Background: an optimization exercise with open tools, aiming at small area, a short achievable clock period and few clock cycles. Do not read the settings as production practice.
Only simulation tests tie the RTL to the original design; equivalence was not proved.
No activity file was given, so power comes from the tool's default toggle rates.

[design/flow/config.mk]
export PLATFORM = sky130hd
export DESIGN_NAME = ecc_point_arithmetic_gfp_top
export DESIGN_NICKNAME = ecc_point_arithmetic_gfp_top
export VERILOG_FILES = /design/flow/design.v
export SDC_FILE = /design/flow/constraint.sdc
export NUM_CORES = 4
export LEC_CHECK = 0
export CAP_MARGIN = 20
export CORE_MARGIN = 2
export CORE_UTILIZATION = 40
export SETUP_SLACK_MARGIN = 4
export SLEW_MARGIN = 20
[design/flow/constraint.sdc]
create_clock -name core_clock -period 10.0 [get_ports {clk}]
set_input_delay 2.0000 -clock core_clock [delete_from_list [all_inputs] [get_ports {clk}]]
set_output_delay 2.0000 -clock core_clock [all_outputs]
set_load 0.01 [all_outputs]
[design/flow/design.v]
`default_nettype none
package epa_pkg;
  localparam int SCALAR_W = 32;
  localparam int APB_DW   = 32;
  localparam int APB_AW   = 4;
  localparam int N_ITER = 32;
  localparam logic [3:0] OP_ADD = 4'd0, OP_SUB = 4'd1, OP_RED = 4'd2, OP_MUL = 4'd3,
                         OP_DBLR = 4'd4, OP_BR = 4'd5, OP_CALL = 4'd6, OP_RET = 4'd7,
                         OP_SKIPZ = 4'd8, OP_SHK = 4'd9, OP_LDK = 4'd10, OP_FIN = 4'd11,
                         OP_ABSK = 4'd12, OP_LDH = 4'd13, OP_GCD = 4'd14;
  localparam logic [3:0] C_ZA = 4'd0, C_KMSB = 4'd1, C_CNT0 = 4'd2, C_KADD = 4'd3,
                         C_KDBL = 4'd4, C_KMUL = 4'd5, C_KCHK = 4'd6, C_PINF = 4'd7,
                         C_QINF = 4'd8, C_NEG = 4'd9, C_ALW = 4'd10, C_DNEG = 4'd11;
  localparam logic [7:0] PC_START = 8'd0;
  function automatic logic [29:0] epa_rom(input logic [7:0] addr);
    case (addr)
      8'd0: epa_rom = 30'h30001400;   
      8'd1: epa_rom = 30'h34001400;   
      8'd2: epa_rom = 30'h03841400;   
      8'd3: epa_rom = 30'h13bb943f;   
      8'd4: epa_rom = 30'h0ddf9400;   
      8'd5: epa_rom = 30'h0e239400;   
      8'd6: epa_rom = 30'h0d939400;   
      8'd7: epa_rom = 30'h14000c17;   
      8'd8: epa_rom = 30'h14000a24;   
      8'd9: epa_rom = 30'h0e679400;   
      8'd10: epa_rom = 30'h0eab9400;   
      8'd11: epa_rom = 30'h0ef85400;   
      8'd12: epa_rom = 30'h14000814;   
      8'd13: epa_rom = 30'h14002e10;   
      8'd14: epa_rom = 30'h14001044;   
      8'd15: epa_rom = 30'h14001432;   
      8'd16: epa_rom = 30'h14003012;   
      8'd17: epa_rom = 30'h02c01400;   
      8'd18: epa_rom = 30'h1800145e;   
      8'd19: epa_rom = 30'h14001432;   
      8'd20: epa_rom = 30'h14000e44;   
      8'd21: epa_rom = 30'h18001447;   
      8'd22: epa_rom = 30'h14001432;   
      8'd23: epa_rom = 30'h02401400;   
      8'd24: epa_rom = 30'h02801400;   
      8'd25: epa_rom = 30'h14000e23;   
      8'd26: epa_rom = 30'h0f221400;   
      8'd27: epa_rom = 30'h0f5dd400;   
      8'd28: epa_rom = 30'h03759400;   
      8'd29: epa_rom = 30'h0f75d400;   
      8'd30: epa_rom = 30'h0ed79400;   
      8'd31: epa_rom = 30'h0376d400;   
      8'd32: epa_rom = 30'h07335400;   
      8'd33: epa_rom = 30'h14300023;   
      8'd34: epa_rom = 30'h2c001400;   
      8'd35: epa_rom = 30'h2c001402;   
      8'd36: epa_rom = 30'h14000e44;   
      8'd37: epa_rom = 30'h14003227;   
      8'd38: epa_rom = 30'h06021400;   
      8'd39: epa_rom = 30'h20001400;   
      8'd40: epa_rom = 30'h14000444;   
      8'd41: epa_rom = 30'h025c1400;   
      8'd42: epa_rom = 30'h02a01400;   
      8'd43: epa_rom = 30'h0ef85400;   
      8'd44: epa_rom = 30'h2400142d;   
      8'd45: epa_rom = 30'h14000432;   
      8'd46: epa_rom = 30'h18001447;   
      8'd47: epa_rom = 30'h14002231;   
      8'd48: epa_rom = 30'h1800145e;   
      8'd49: epa_rom = 30'h2400142d;   
      8'd50: epa_rom = 30'h142c0044;   
      8'd51: epa_rom = 30'h0b6c1400;   
      8'd52: epa_rom = 30'h070c1400;   
      8'd53: epa_rom = 30'h03801400;   
      8'd54: epa_rom = 30'h01841400;   
      8'd55: epa_rom = 30'h28001400;   
      8'd56: epa_rom = 30'h38335400;   
      8'd57: epa_rom = 30'h0bb81400;   
      8'd58: epa_rom = 30'h070f9400;   
      8'd59: epa_rom = 30'h13331480;   
      8'd60: epa_rom = 30'h0f731400;   
      8'd61: epa_rom = 30'h0f745400;   
      8'd62: epa_rom = 30'h0e675400;   
      8'd63: epa_rom = 30'h0f771400;   
      8'd64: epa_rom = 30'h0eab5400;   
      8'd65: epa_rom = 30'h0a641400;   
      8'd66: epa_rom = 30'h0aa81400;   
      8'd67: epa_rom = 30'h2c001400;   
      8'd68: epa_rom = 30'h02401400;   
      8'd69: epa_rom = 30'h02801400;   
      8'd70: epa_rom = 30'h2c001401;   
      8'd71: epa_rom = 30'h0f2a9400;   
      8'd72: epa_rom = 30'h0eead400;   
      8'd73: epa_rom = 30'h0fa65400;   
      8'd74: epa_rom = 30'h02eed400;   
      8'd75: epa_rom = 30'h0f671400;   
      8'd76: epa_rom = 30'h02bb9400;   
      8'd77: epa_rom = 30'h02ab9400;   
      8'd78: epa_rom = 30'h02a99400;   
      8'd79: epa_rom = 30'h0f331400;   
      8'd80: epa_rom = 30'h03775400;   
      8'd81: epa_rom = 30'h03775400;   
      8'd82: epa_rom = 30'h0e6a9400;   
      8'd83: epa_rom = 30'h03331400;   
      8'd84: epa_rom = 30'h03331400;   
      8'd85: epa_rom = 30'h03331400;   
      8'd86: epa_rom = 30'h0db19400;   
      8'd87: epa_rom = 30'h06675400;   
      8'd88: epa_rom = 30'h06675400;   
      8'd89: epa_rom = 30'h07765400;   
      8'd90: epa_rom = 30'h0f6b5400;   
      8'd91: epa_rom = 30'h01999400;   
      8'd92: epa_rom = 30'h06b71400;   
      8'd93: epa_rom = 30'h1c001400;   
      8'd94: epa_rom = 30'h142c2068;   
      8'd95: epa_rom = 30'h025c1400;   
      8'd96: epa_rom = 30'h02a01400;   
      8'd97: epa_rom = 30'h14003663;   
      8'd98: epa_rom = 30'h06829400;   
      8'd99: epa_rom = 30'h02c41400;   
      8'd100: epa_rom = 30'h12eed41f;   
      8'd101: epa_rom = 30'h01901400;   
      8'd102: epa_rom = 30'h1199941f;   
      8'd103: epa_rom = 30'h1c001400;   
      8'd104: epa_rom = 30'h0f2ed400;   
      8'd105: epa_rom = 30'h0f5f1400;   
      8'd106: epa_rom = 30'h0f32d400;   
      8'd107: epa_rom = 30'h0f231400;   
      8'd108: epa_rom = 30'h07765400;   
      8'd109: epa_rom = 30'h1400366f;   
      8'd110: epa_rom = 30'h07031400;   
      8'd111: epa_rom = 30'h07329400;   
      8'd112: epa_rom = 30'h14342074;   
      8'd113: epa_rom = 30'h14300047;   
      8'd114: epa_rom = 30'h02c01400;   
      8'd115: epa_rom = 30'h1c001400;   
      8'd116: epa_rom = 30'h0fb75400;   
      8'd117: epa_rom = 30'h0eef5400;   
      8'd118: epa_rom = 30'h0d9b9400;   
      8'd119: epa_rom = 30'h0f779400;   
      8'd120: epa_rom = 30'h0d9b9400;   
      8'd121: epa_rom = 30'h0fa79400;   
      8'd122: epa_rom = 30'h0eab5400;   
      8'd123: epa_rom = 30'h0e731400;   
      8'd124: epa_rom = 30'h03779400;   
      8'd125: epa_rom = 30'h03779400;   
      8'd126: epa_rom = 30'h06675400;   
      8'd127: epa_rom = 30'h07ba5400;   
      8'd128: epa_rom = 30'h0fb39400;   
      8'd129: epa_rom = 30'h06ba9400;   
      8'd130: epa_rom = 30'h1c001400;   
      default: epa_rom = {22'd0, addr};   
    endcase
  endfunction
endpackage
`default_nettype wire
`default_nettype none
module epa_alu #(
  parameter int DG = 4
) (
  input  logic [32:0]   ss_i,
  input  logic [32:0]   sc_i,
  input  logic [31:0]   a,
  input  logic [32:0]   ap,
  input  logic [30:0]   p,
  input  logic [DG-1:0] bd,
  output logic [32:0]   ss_o,
  output logic [32:0]   sc_o
);
  logic [32:0] ss, sc, m0, m1, s0, s1, c0, c1;
  logic        q;
  always_comb begin
    ss = ss_i;
    sc = sc_i;
    for (int j = 0; j < DG; j++) begin
      m0 = bd[j] ? {1'b0, a} : 33'd0;
      m1 = bd[j] ? ap : {2'b00, p};
      s0 = ss ^ sc ^ m0;
      c0 = (ss & sc) | (ss & m0) | (sc & m0);
      s1 = ss ^ sc ^ m1;
      c1 = (ss & sc) | (ss & m1) | (sc & m1);
      q  = ss[0] ^ sc[0] ^ m0[0];
      ss = q ? {1'b0, s1[32:1]} : {1'b0, s0[32:1]};
      sc = q ? c1 : c0;
    end
    ss_o = ss;
    sc_o = sc;
  end
endmodule
`default_nettype wire
`default_nettype none
module ecc_point_arithmetic_gfp_top #(
  parameter int FIELD_BITS = 31
) (
  input  logic                           clk,
  input  logic                           rst,
  input  logic                           in_valid,
  output logic                           in_ready,
  input  logic [1:0]                     kind,
  input  logic [FIELD_BITS-1:0]          p_x,
  input  logic [FIELD_BITS-1:0]          p_y,
  input  logic                           p_inf,
  input  logic [FIELD_BITS-1:0]          q_x,
  input  logic [FIELD_BITS-1:0]          q_y,
  input  logic                           q_inf,
  input  logic signed [epa_pkg::SCALAR_W-1:0] scalar,
  output logic                           out_valid,
  input  logic                           out_ready,
  output logic [FIELD_BITS-1:0]          r_x,
  output logic [FIELD_BITS-1:0]          r_y,
  output logic                           r_inf,
  output logic                           on_curve,
  input  logic                           psel,
  input  logic                           penable,
  input  logic                           pwrite,
  input  logic [epa_pkg::APB_AW-1:0]     paddr,
  input  logic [epa_pkg::APB_DW-1:0]     pwdata,
  output logic [epa_pkg::APB_DW-1:0]     prdata,
  output logic                           pready
);
  localparam int W  = FIELD_BITS;
  localparam int DG = 4;                           
  localparam int NC = epa_pkg::N_ITER / DG;        
  localparam logic [1:0] KIND_ADD = 2'd0;
  localparam logic [1:0] KIND_DBL = 2'd1;
  localparam logic [1:0] KIND_MUL = 2'd2;
  localparam logic [1:0] KIND_CHK = 2'd3;
  localparam logic [1:0] REG_MODULUS = 2'd0;
  localparam logic [1:0] REG_CURVE_A = 2'd1;
  localparam logic [1:0] REG_CURVE_B = 2'd2;
  localparam logic [3:0] R_ZERO = 4'd0, R_ONE = 4'd1, R_TWO = 4'd2, R_CP = 4'd3,
                         R_CA = 4'd4, R_CB = 4'd5, R_AM = 4'd6, R_PX = 4'd7, R_PY = 4'd8,
                         R_X = 4'd9, R_Y = 4'd10, R_Z = 4'd11, R_T1 = 4'd12, R_T2 = 4'd13,
                         R_T3 = 4'd14, R_K = 4'd15;
  localparam logic [2:0] A_ADD = 3'd0, A_SUB = 3'd1, A_RED = 3'd2, A_CPA = 3'd3,
                         A_RAW = 3'd4, A_GCD = 3'd5, A_AP = 3'd6;
  localparam logic [2:0] G_UV = 3'd0, G_VSUB = 3'd1, G_RADD = 3'd2, G_SADD = 3'd3,
                         G_S2 = 3'd4, G_R2 = 3'd5;
  logic [W-1:0] modulus, curve_a, curve_b;
  logic         cfg_wr;
  logic [31:0] am, px, py, rx, ry, rz, t1, t2, t3;
  logic        busy, busy_nx, ov_nx;
  logic [7:0]  pc, pc_nx, ret;
  logic [29:0] ir, ir_nx;
  logic [3:0]  op, dst, op_nx;
  logic [4:0]  cnd;
  logic [7:0]  tgt;
  logic [6:0]  mc;
  logic        cond, zf, zph;
  logic        mbusy, cpa, cpa_nx, stall, hz, sa_hz, sb_hz;
  logic [3:0]  mdst, sa, sb;
  logic [6:0]  rc;              
  logic [15:0] soa, sob;         
  logic [2:0]  gst, gst_nx;
  logic        g_ue, g_ve, g_gt, g_vz, g_stay;
  logic [3:0]  wdst, g_ra, g_rb;
  logic [1:0]  op_kind;
  logic        pinf, qinf, neg;
  logic [33:0] kreg, hreg;       
  logic        knz;
  logic [6:0]  cnt;
  logic [31:0] rda, rdb;
  logic [32:0] ss, sc, ss_n, sc_n, ap;
  logic [31:0] ma, mb;
  logic [33:0] s3, c3, kneg, apn;
  logic [33:0] xa, yb, kk, u, w;
  logic [31:0] res, res_r;      
  logic [3:0]  wd_r;
  logic        wv_r, fa_nx, fb_nx, vz_r;
  logic        wen, za;
  logic [2:0]  aop_nx;
  logic        c_xss, c_cin;
  logic [4:0]  c_yb;             
  logic [3:0]  c_kk;             
  logic        mul_go;
  logic [3:0]  c_res;            
  assign pready   = 1'b1;
  assign cfg_wr   = psel & penable & pwrite;
  assign r_x      = rx[W-1:0];
  assign r_y      = ry[W-1:0];
  always_ff @(posedge clk) begin
    case (paddr[3:2])
      REG_MODULUS: prdata <= epa_pkg::APB_DW'(modulus);
      REG_CURVE_A: prdata <= epa_pkg::APB_DW'(curve_a);
      REG_CURVE_B: prdata <= epa_pkg::APB_DW'(curve_b);
      default:     prdata <= '0;
    endcase
  end
  always_ff @(posedge clk) begin
    if (rst) begin
      modulus <= W'(97);
      curve_a <= W'(2);
      curve_b <= W'(3);
    end else if (cfg_wr) begin
      case (paddr[3:2])
        REG_MODULUS: modulus <= pwdata[W-1:0];
        REG_CURVE_A: curve_a <= pwdata[W-1:0];
        REG_CURVE_B: curve_b <= pwdata[W-1:0];
        default: ;
      endcase
    end
  end
  always_comb begin
    op  = ir[29:26];
    dst = ir[25:22];
    sa  = ir[21:18];
    sb  = ir[17:14];
    cnd = ir[13:9];
    tgt = ir[7:0];
  end
  function automatic logic [31:0] rdoh(input logic [15:0] oh, input logic [W-1:0] cp,
                                       input logic [W-1:0] ca, input logic [W-1:0] cb,
                                       input logic [31:0] am_, input logic [31:0] px_,
                                       input logic [31:0] py_, input logic [31:0] x_,
                                       input logic [31:0] y_, input logic [31:0] z_,
                                       input logic [31:0] t1_, input logic [31:0] t2_,
                                       input logic [31:0] t3_, input logic [31:0] fw_);
    rdoh = ({32{oh[R_K]}} & fw_) | ({31'd0, oh[R_ONE]}) | ({30'd0, oh[R_TWO], 1'b0}) |
           ({32{oh[R_CP]}} & {1'b0, cp}) | ({32{oh[R_CA]}} & {1'b0, ca}) |
           ({32{oh[R_CB]}} & {1'b0, cb}) | ({32{oh[R_AM]}} & am_) |
           ({32{oh[R_PX]}} & px_) | ({32{oh[R_PY]}} & py_) |
           ({32{oh[R_X]}} & x_) | ({32{oh[R_Y]}} & y_) | ({32{oh[R_Z]}} & z_) |
           ({32{oh[R_T1]}} & t1_) | ({32{oh[R_T2]}} & t2_) | ({32{oh[R_T3]}} & t3_);
  endfunction
  always_comb begin
    rda = rdoh(soa, modulus, curve_a, curve_b, am, px, py, rx, ry, rz, t1, t2, t3, res_r);
    rdb = rdoh(sob, modulus, curve_a, curve_b, am, px, py, rx, ry, rz, t1, t2, t3, res_r);
    za  = (rda == 32'd0);
  end
  epa_alu #(
    .DG (DG)
  ) u_alu (
    .ss_i (ss),
    .sc_i (sc),
    .a    (ma),
    .ap   (ap),
    .p    (modulus),
    .bd   (mb[DG-1:0]),
    .ss_o (ss_n),
    .sc_o (sc_n)
  );
  function automatic logic [33:0] padd(input logic [33:0] x, input logic [33:0] y,
                                       input logic ci);
    logic [34:0] g, pp;
    g  = {x & y, ci};
    pp = {x ^ y, 1'b0};
    for (int d = 1; d < 35; d = d * 2) begin
      for (int i = 34; i >= d; i--) begin
        g[i]  = g[i] | (pp[i] & g[i-d]);
        pp[i] = pp[i] & pp[i-d];
      end
    end
    padd = (x ^ y) ^ g[33:0];
  endfunction
  function automatic logic [2:0] aop_of(input logic [3:0] o, input logic [2:0] g,
                                        input logic mf);
    case (o)
      epa_pkg::OP_SUB: aop_of = A_SUB;
      epa_pkg::OP_RED: aop_of = A_RED;
      epa_pkg::OP_MUL: aop_of = A_AP;
      epa_pkg::OP_GCD: aop_of = (g == G_UV || g == G_VSUB) ? A_GCD : A_RAW;
      default:         aop_of = A_ADD;
    endcase
  endfunction
  always_comb begin
    xa = c_xss ? {1'b0, ss} : {2'b00, rda};
    yb = ({34{c_yb[0]}} & {2'b00, rdb}) | ({34{c_yb[1]}} & ~{2'b00, rdb}) |
         ({34{c_yb[2]}} & {3'b000, modulus}) | ({34{c_yb[3]}} & ~{3'b000, modulus}) |
         ({34{c_yb[4]}} & {1'b0, sc});
    kk = ({34{c_kk[0]}} & ~{3'b000, modulus}) | ({34{c_kk[1]}} & {3'b000, modulus}) |
         {34{c_kk[3]}};
    u  = padd(xa, yb, c_cin);
    s3 = xa ^ yb ^ kk;
    c3 = {(xa[32:0] & yb[32:0]) | (xa[32:0] & kk[32:0]) | (yb[32:0] & kk[32:0]), c_kk[0]};
    w  = padd(s3, c3, c_cin);
    apn = padd({2'b00, rda}, {3'b000, modulus}, 1'b0);
    res = u[31:0];
    if (c_res[0] && !w[33]) res = w[31:0];
    if (c_res[1] && u[33])  res = w[31:0];
    if (c_res[2]) res = !rda[0] ? {1'b0, rda[31:1]} : !rdb[0] ? {1'b0, rdb[31:1]} : u[32:1];
    if (op == epa_pkg::OP_ABSK) kneg = padd(~kreg, 34'd0, 1'b1);
    else kneg = padd(kreg, {kreg[32:0], 1'b0}, 1'b0);
    knz = kreg[33] ^ hreg[33];
  end
  always_comb begin
    case (cnd[3:0])
      epa_pkg::C_ZA:    cond = zf;
      epa_pkg::C_KMSB:  cond = knz;
      epa_pkg::C_DNEG:  cond = (op_kind == KIND_MUL) & kreg[33] & ~hreg[33];
      epa_pkg::C_CNT0:  cond = (cnt == 7'd0);
      epa_pkg::C_KADD:  cond = (op_kind == KIND_ADD);
      epa_pkg::C_KDBL:  cond = (op_kind == KIND_DBL);
      epa_pkg::C_KMUL:  cond = (op_kind == KIND_MUL);
      epa_pkg::C_KCHK:  cond = (op_kind == KIND_CHK);
      epa_pkg::C_PINF:  cond = pinf;
      epa_pkg::C_QINF:  cond = qinf;
      epa_pkg::C_NEG:   cond = neg;
      default: cond = 1'b1;
    endcase
    cond = cond ^ cnd[4];
  end
  always_comb begin
    pc_nx = pc + 8'd1;
    wen   = 1'b0;
    wdst  = dst;
    sa_hz = (sa == mdst);
    sb_hz = (sb == mdst);
    case (op)
      epa_pkg::OP_ADD, epa_pkg::OP_SUB: hz = sa_hz | sb_hz | (dst == mdst);
      epa_pkg::OP_RED:  hz = sa_hz | (dst == mdst);
      epa_pkg::OP_BR:   hz = (cnd[3:0] == epa_pkg::C_ZA) & sa_hz;
      epa_pkg::OP_MUL, epa_pkg::OP_DBLR, epa_pkg::OP_GCD, epa_pkg::OP_FIN: hz = 1'b1;
      default:          hz = 1'b0;
    endcase
    mul_go = !mbusy | (cpa & !sa_hz & !sb_hz);
    stall  = (op == epa_pkg::OP_MUL) ? !mul_go : (cpa | (mbusy & hz));
    g_ue   = ~rda[0];
    g_ve   = ~rdb[0];
    g_gt   = ~w[33];
    g_vz   = vz_r;
    g_stay = 1'b0;
    gst_nx = G_UV;
    g_ra   = R_T1;
    g_rb   = R_T2;
    if (op == epa_pkg::OP_GCD) begin
      case (gst)
        G_UV: begin
          wdst   = (g_ue || !g_ve) ? R_T1 : R_T2;
          g_stay = ~g_vz;
          gst_nx = g_vz ? G_UV : g_ue ? G_S2 : g_ve ? G_R2 : g_gt ? G_RADD : G_VSUB;
        end
        G_VSUB: begin wdst = R_T2; g_stay = 1'b1; gst_nx = G_SADD; end
        G_RADD: begin wdst = R_T3; g_stay = 1'b1; gst_nx = G_S2; end
        G_SADD: begin wdst = R_AM; g_stay = 1'b1; gst_nx = G_R2; end
        G_S2:   begin wdst = R_AM; g_stay = 1'b1; gst_nx = G_UV; end
        default: begin wdst = R_T3; g_stay = 1'b1; gst_nx = G_UV; end
      endcase
      case (gst_nx)
        G_UV:    begin g_ra = R_T1; g_rb = R_T2; end
        G_VSUB:  begin g_ra = R_T2; g_rb = R_T1; end
        G_S2:    begin g_ra = R_AM; g_rb = R_AM; end
        G_R2:    begin g_ra = R_T3; g_rb = R_T3; end
        default: begin g_ra = R_T3; g_rb = R_AM; end
      endcase
    end
    case (op)
      epa_pkg::OP_ADD, epa_pkg::OP_SUB, epa_pkg::OP_RED: wen = 1'b1;
      epa_pkg::OP_DBLR: begin
        if (tgt[7]) begin
          wen = (cnt != 7'(2 * epa_pkg::N_ITER));
          if (wen) pc_nx = pc;
        end else begin
          wen = 1'b1;
          if (rc != tgt[6:0]) pc_nx = pc;
        end
      end
      epa_pkg::OP_GCD: begin
        if (gst == G_UV) wen = ~g_vz & (g_ue | g_ve | g_gt);
        else wen = 1'b1;
        if (g_stay) pc_nx = pc;
      end
      epa_pkg::OP_BR: begin
        if (cnd[3:0] == epa_pkg::C_ZA && !zph) pc_nx = pc;
        else if (cond) pc_nx = tgt;
      end
      epa_pkg::OP_CALL: pc_nx = tgt;
      epa_pkg::OP_RET:  pc_nx = ret;
      epa_pkg::OP_SKIPZ: if (!knz && cnt != 7'd0) pc_nx = pc;
      epa_pkg::OP_SHK:  pc_nx = tgt;
      default: ;
    endcase
    if (stall) begin
      pc_nx = pc;
      wen   = 1'b0;
    end
    if (cpa) begin
      wen  = 1'b1;
      wdst = mdst;
    end
    if (!busy) pc_nx = epa_pkg::PC_START;
    ir_nx = epa_pkg::epa_rom(pc_nx);
    if (busy && op == epa_pkg::OP_GCD && g_stay && !stall) begin
      fa_nx = 1'b0;
      fb_nx = 1'b0;
    end else begin
      fa_nx = busy & wen & (wdst == ir_nx[21:18]);
      fb_nx = busy & wen & (wdst == ir_nx[17:14]);
    end
    op_nx = ir_nx[29:26];
    cpa_nx = mbusy && !cpa && (mc == 7'(NC - 1));
    aop_nx = cpa_nx ? A_CPA :
             aop_of(op_nx, (busy && op == epa_pkg::OP_GCD && g_stay && !stall) ? gst_nx : gst, 1'b1);
    busy_nx = busy ? !(op == epa_pkg::OP_FIN && !stall) : (in_valid & in_ready);
    ov_nx   = (busy && op == epa_pkg::OP_FIN && !stall) | (out_valid & ~out_ready);
    if (rst) begin
      busy_nx = 1'b0;
      ov_nx   = 1'b0;
    end
  end
  always_ff @(posedge clk) begin
    busy      <= busy_nx;
    out_valid <= ov_nx;
    in_ready  <= ~busy_nx & ~ov_nx;
  end
  always_ff @(posedge clk) begin
    pc  <= pc_nx;
    ir  <= ir_nx;
    if (busy && op == epa_pkg::OP_GCD && g_stay && !stall) begin
      soa <= fa_nx ? 16'h8000 : 16'd1 << g_ra;
      sob <= fb_nx ? 16'h8000 : 16'd1 << g_rb;
      gst <= gst_nx;
    end else begin
      soa <= fa_nx ? 16'h8000 : 16'd1 << ir_nx[21:18];
      sob <= fb_nx ? 16'h8000 : 16'd1 << ir_nx[17:14];
      if (!(busy && op == epa_pkg::OP_GCD && stall)) gst <= G_UV;
    end
    res_r <= res;
    wd_r  <= wdst;
    wv_r  <= busy & wen;
    vz_r  <= (((wv_r && wd_r == R_T2) ? res_r : t2) == 32'd0);
    c_xss <= (aop_nx == A_CPA);
    c_cin <= (aop_nx == A_SUB) | (aop_nx == A_RED) | (aop_nx == A_GCD);
    c_yb  <= {aop_nx == A_CPA, aop_nx == A_RED, 1'b0,
              (aop_nx == A_SUB) | (aop_nx == A_GCD),
              (aop_nx == A_ADD) | (aop_nx == A_RAW)};
    c_kk  <= {aop_nx == A_GCD, 1'b0, (aop_nx == A_SUB) | (aop_nx == A_RED),
              (aop_nx == A_ADD) | (aop_nx == A_CPA)};
    c_res <= {(aop_nx == A_RAW) | (aop_nx == A_AP), aop_nx == A_GCD,
              (aop_nx == A_SUB) | (aop_nx == A_RED), (aop_nx == A_ADD) | (aop_nx == A_CPA)};
    if (!stall) zph <= busy && op == epa_pkg::OP_BR && cnd[3:0] == epa_pkg::C_ZA && !zph;
    zf  <= za;
    cpa <= cpa_nx;
    if (!busy) begin
      mbusy <= 1'b0;
      mc    <= 7'd0;
    end else if (op == epa_pkg::OP_MUL && !stall) begin
      ma    <= rda;
      mb    <= rdb;
      ap    <= apn[32:0];
      ss    <= '0;
      sc    <= '0;
      mdst  <= dst;
      mbusy <= 1'b1;
      mc    <= 7'd0;
    end else if (mbusy) begin
      mb <= mb >> DG;
      ss <= ss_n;
      sc <= sc_n;
      mc <= mc + 7'd1;
      if (cpa) mbusy <= 1'b0;
    end
    if (busy && !stall) begin
      if (op == epa_pkg::OP_DBLR) rc <= (rc == tgt[6:0]) ? 7'd0 : rc + 7'd1;
      else rc <= 7'd0;
      if (op == epa_pkg::OP_CALL) ret <= pc + 8'd1;
      case (op)
        epa_pkg::OP_SKIPZ: if (!knz && cnt != 7'd0) begin
          kreg <= kreg << 1;
          hreg <= hreg << 1;
          cnt  <= cnt - 7'd1;
        end
        epa_pkg::OP_SHK: begin
          kreg <= kreg << 1;
          hreg <= hreg << 1;
          cnt  <= cnt - 7'd1;
        end
        epa_pkg::OP_LDK:  cnt <= 7'd0;
        epa_pkg::OP_GCD:  if (gst == G_UV && !g_vz) cnt <= cnt + 7'd1;
        epa_pkg::OP_DBLR: if (tgt[7] && cnt != 7'(2 * epa_pkg::N_ITER)) cnt <= cnt + 7'd1;
        epa_pkg::OP_ABSK: if (neg) kreg <= {2'b00, kneg[31:0]};
        epa_pkg::OP_LDH:  hreg <= kneg;
        epa_pkg::OP_FIN: begin
          r_inf    <= tgt[0];
          on_curve <= tgt[1];
        end
        default: ;
      endcase
    end else if (!busy) begin
      rc <= 7'd0;
    end
    if (in_ready) begin
      px      <= {1'b0, p_x};
      py      <= {1'b0, p_y};
      rx      <= {1'b0, (kind == KIND_ADD) ? q_x : p_x};
      ry      <= {1'b0, (kind == KIND_ADD) ? q_y : p_y};
      kreg    <= {2'b00, scalar};
      neg     <= scalar[31];
      cnt     <= 7'd33;
      op_kind <= kind;
      pinf    <= p_inf;
      qinf    <= q_inf;
    end else if (wv_r) begin
      case (wd_r)
        R_AM: am <= res_r;
        R_PX: px <= res_r;
        R_PY: py <= res_r;
        R_X:  rx <= res_r;
        R_Y:  ry <= res_r;
        R_Z:  rz <= res_r;
        R_T1: t1 <= res_r;
        R_T2: t2 <= res_r;
        R_T3: t3 <= res_r;
        default: ;
      endcase
    end
  end
endmodule
`default_nettype wire
[design/flow/run.sh]
#!/bin/bash
# synth_recipe.tcl (not shown) runs the flow's synth.tcl, then flattens the netlist and writes it again
# the make line also repeats each setting of config.mk as NAME=value (left out here)
make -C /OpenROAD-flow-scripts/flow DESIGN_CONFIG=/design/flow/config.mk WORK_HOME=/design/flow/orfs CLKGATE_MAP_FILE= SYNTH_SCRIPT=/design/flow/synth_recipe.tcl finish
==> results.ini <==
[layout]
fin_cells=8785
design_area_sq_um=71100
nNetsFinal=7346
layout_commonest_cell=nand2_1
final_cell_mix=nand2_1 (919), edfxtp_1 (542), nor2_1 (379)
syn_to_final_growth_pct=18.2
fillers=14100
drive_above_1_share_pct=13.4

[synthesis]
synth_top_flop_cell=edfxtp_1
synth_top_family_by_area=compound AO/OA/AOI/OAI gates
synth_edf_count=542
synth_fa_ha_area_share_pct=13.3
synth_warnings=2
yosys.area_share.simple_pct=16.6
ys_ff_latch=805
synthMuxAreaShare_pct=7.59
synth-xor-area-share_pct=2.84
ys_seq_area_share_pct=35.8
syn_area_sq_um=60100
synthCells=6455
syn_avg_cell_area_sq_um=9.32
synth-compound-area-share_pct=18.0
ys_types=117
synth-async-reset-ratio_pct=0

[die]
die_h_microns=392
design.die.area_sq_um=153000
pin_count=302
placementRows=142
start_util_pct=40.2
fp.dieW_microns=392
core-area_sq_um=150000

[global_route]
grt_pass1_vias=52900
overflow=0
antenna_found_initial=11
grt_usage_pct=31.1
grt_pass1_wl_microns=355000
grt_start_max_net_pins=108

[cts]
h-tree-depth=3
clk_pin_slew_ns=0.07
cts_buffers=95
cts_buffer_depth=3
cts_root_buffer=clkbuf_16
clock_latency_ns=0.75
cts_tree=yes
cts_hold_buf=0
cts_sinks=805

[route]
drc=0
wirelength_microns=247000
via_per_inst=6.26
wl_per_cell_microns=28.2
drtIter0Drc=8123
vias=55000
detail-route-antenna-nets=0
dr.pass1.iters=8

[timing]
finalCriticalPeriod_ns=6.14
setup_tns_ns=0
final-hold-violation-count=0
fmax_mhz=163
slew_headroom_pct=17.9
post-route-period-util_pct=61.4
rsz0062_at_grt=yes
holdWs_ns=0.508
slew_violations=0
final-setup-viol-count=0
worst_slew_pin_slew_ns=1.22
clock-skew-final_ns=0.0522

[power_and_ir_drop]
p_per_area_nw_per_um2=342
p_leak_nw=28.3
ir_worst_vdd_mv=0.582
total_power_mw=24.3

[placement]
io_buffers=296
gp_congestion=0.982
hpwl_microns=173000
dp.cells=8440
dpl_cell_area_sq_um=64800

[worst_setup_path]
worst_setup_path_start_kind=register
critPathBufInv=35
worstSetupEndpointType=register
cp_data_arrival_time_ns=6.72
max_stage_delay_ns=0.50
slowest_stage=edfxtp_1
crit_family=buffers and inverters
required_ns=10.58
path_class=reg -> reg
cp_max_fo=8
path_common_cell=buf_4

[min_path]
min_path_type=reg -> reg

[job]
drv_cap=0

[run_status]
status=finished clean

worst min-delay path, cell delays in order, from the launching register on:
cell	delay (ns)
dfxtp_1	0.34
nand2_1	0.07
a21oi_1	0.06
report_power, final:
part	leakage, nW	internal [mW]	switching, mW
logic	19.3	6.41	9.00
registers	7.32	4.30	0.806
clock network	1.66	2.22	1.58
per-layer routing:
metal / GRT usage [%] / vias to the layer above / wire length, microns / part of all wire, %
met5: 0.351 / - / 69 / 0.028
met4: 14.6 / 2 / 14000 / 5.6
met3: 8.87 / 761 / 30400 / 12
met2: 46.7 / 3457 / 106000 / 43
met1: 41.2 / 27000 / 97000 / 39
li1: - / 23800 / - / -
metrics by stage:
| stage | worst slack, ns | utilization [%] |
|---|---|---|
| floorplan | 4.03 | - |
| global placement | 2.25 | 43.3 |
| detailed placement | 2.36 | 43.3 |
| CTS | 3.97 | 46.7 |
| global route | 3.78 | 47.5 |
| finish | 3.86 | 47.5 |
cells in the mapped netlist (177+ instances only):
library cell	count	area share, %
a21oi_1	323	2.7
mux2i_1	275	4.6
a22oi_1	265	3.3
nand3_1	188	1.6
clkbuf_1	315	2.0
nor2_1	404	2.5
ha_1	177	3.7
inv_1	336	2.1
edfxtp_1	542	27
nand2_1	922	5.8
dfxtp_1	263	8.8
o21ai_0	320	2.7
fa_1	289	9.6
cells by family after synthesis:
| kind of cell | Yosys count |
|---|---|
| xor gates and xnor gates | 194 |
| DFF | 805 |
| muxes | 436 |
| and+or+nand+nor | 2137 |
| other | 2 |
| buffers and inverters | 832 |
| AOI/OAI and AO/OA | 1583 |
| adders and majority gates | 466 |
cell type report:
cell class / count / area (sq um) / share of cell area (%)
diodes: 10 / 25.0 / 0.0352
clock buffers: 128 / 2770 / 3.90
clock inverters: 51 / 606 / 0.852
inverters: 346 / 1320 / 1.85
multi-input cells: 4824 / 36300 / 51.0
flip-flops and latches: 805 / 21600 / 30.4
well taps: 2016 / 2520 / 3.55
repair buffers: 605 / 5970 / 8.40
flip-flops by register name (all words and copies together), names as in the netlist, 15 cells and up:
register / cells
hreg: 34
kreg: 34
ap: 33
sc: 33
am: 32
ma: 32
mb: 32
px: 32
py: 32
res_r: 32
rx: 32
ry: 32
rz: 32
ss: 32
t1: 32
t2: 32
t3: 32
curve_a: 31
curve_b: 31
modulus: 31
prdata: 31
ir: 29
soa: 15
sob: 15
worst paths after layout:
kind         slack [ns]           to  depth (start not counted)   startpoint
max                3.86    res_r[16]                         42        ry[0]
min                0.51  curve_a[28]                          2  curve_a[28]
min reg2reg        0.51  curve_a[28]                          2  curve_a[28]
max reg2reg        3.86    res_r[16]                         42        ry[0]
timing repair:
item	4_1_cts	5_1_grt
gates resized for setup	165	164
pin swaps	36	66
cloned	4	5
endpoints found under the setup margin	164	146
setup buffers	97	49
endpoints found under the hold margin	0	0
Testbench counts, summed over its fixed seeds: cycles 143,264.

port drivers added, routing unchanged:
Ports are ideal in the flow. The routed layout listed here was re-timed in OpenROAD. Step 1, drivers: a clkbuf_16 drives clk and a buf_2 each remaining input, both assumed. Step 2 also shifts input and output timing later by t, the mid clock arrival at the registers, as if the neighbouring blocks saw the same clock. a / b / c = no drivers / after step 1 / after step 2; a / b = the first two.
t, ns: 0.799
setup WS [ns]: 3.859 / 3.859 / 3.859
hold slack, ns: 0.508 / 0.508 / 0.508
slew at the worst register clock pin (ns): 0.07 / 0.07
After both steps this run still meets setup and hold. The setup slack of this run moves by 0.000 ns with the drivers and by 0.000 ns with both steps.
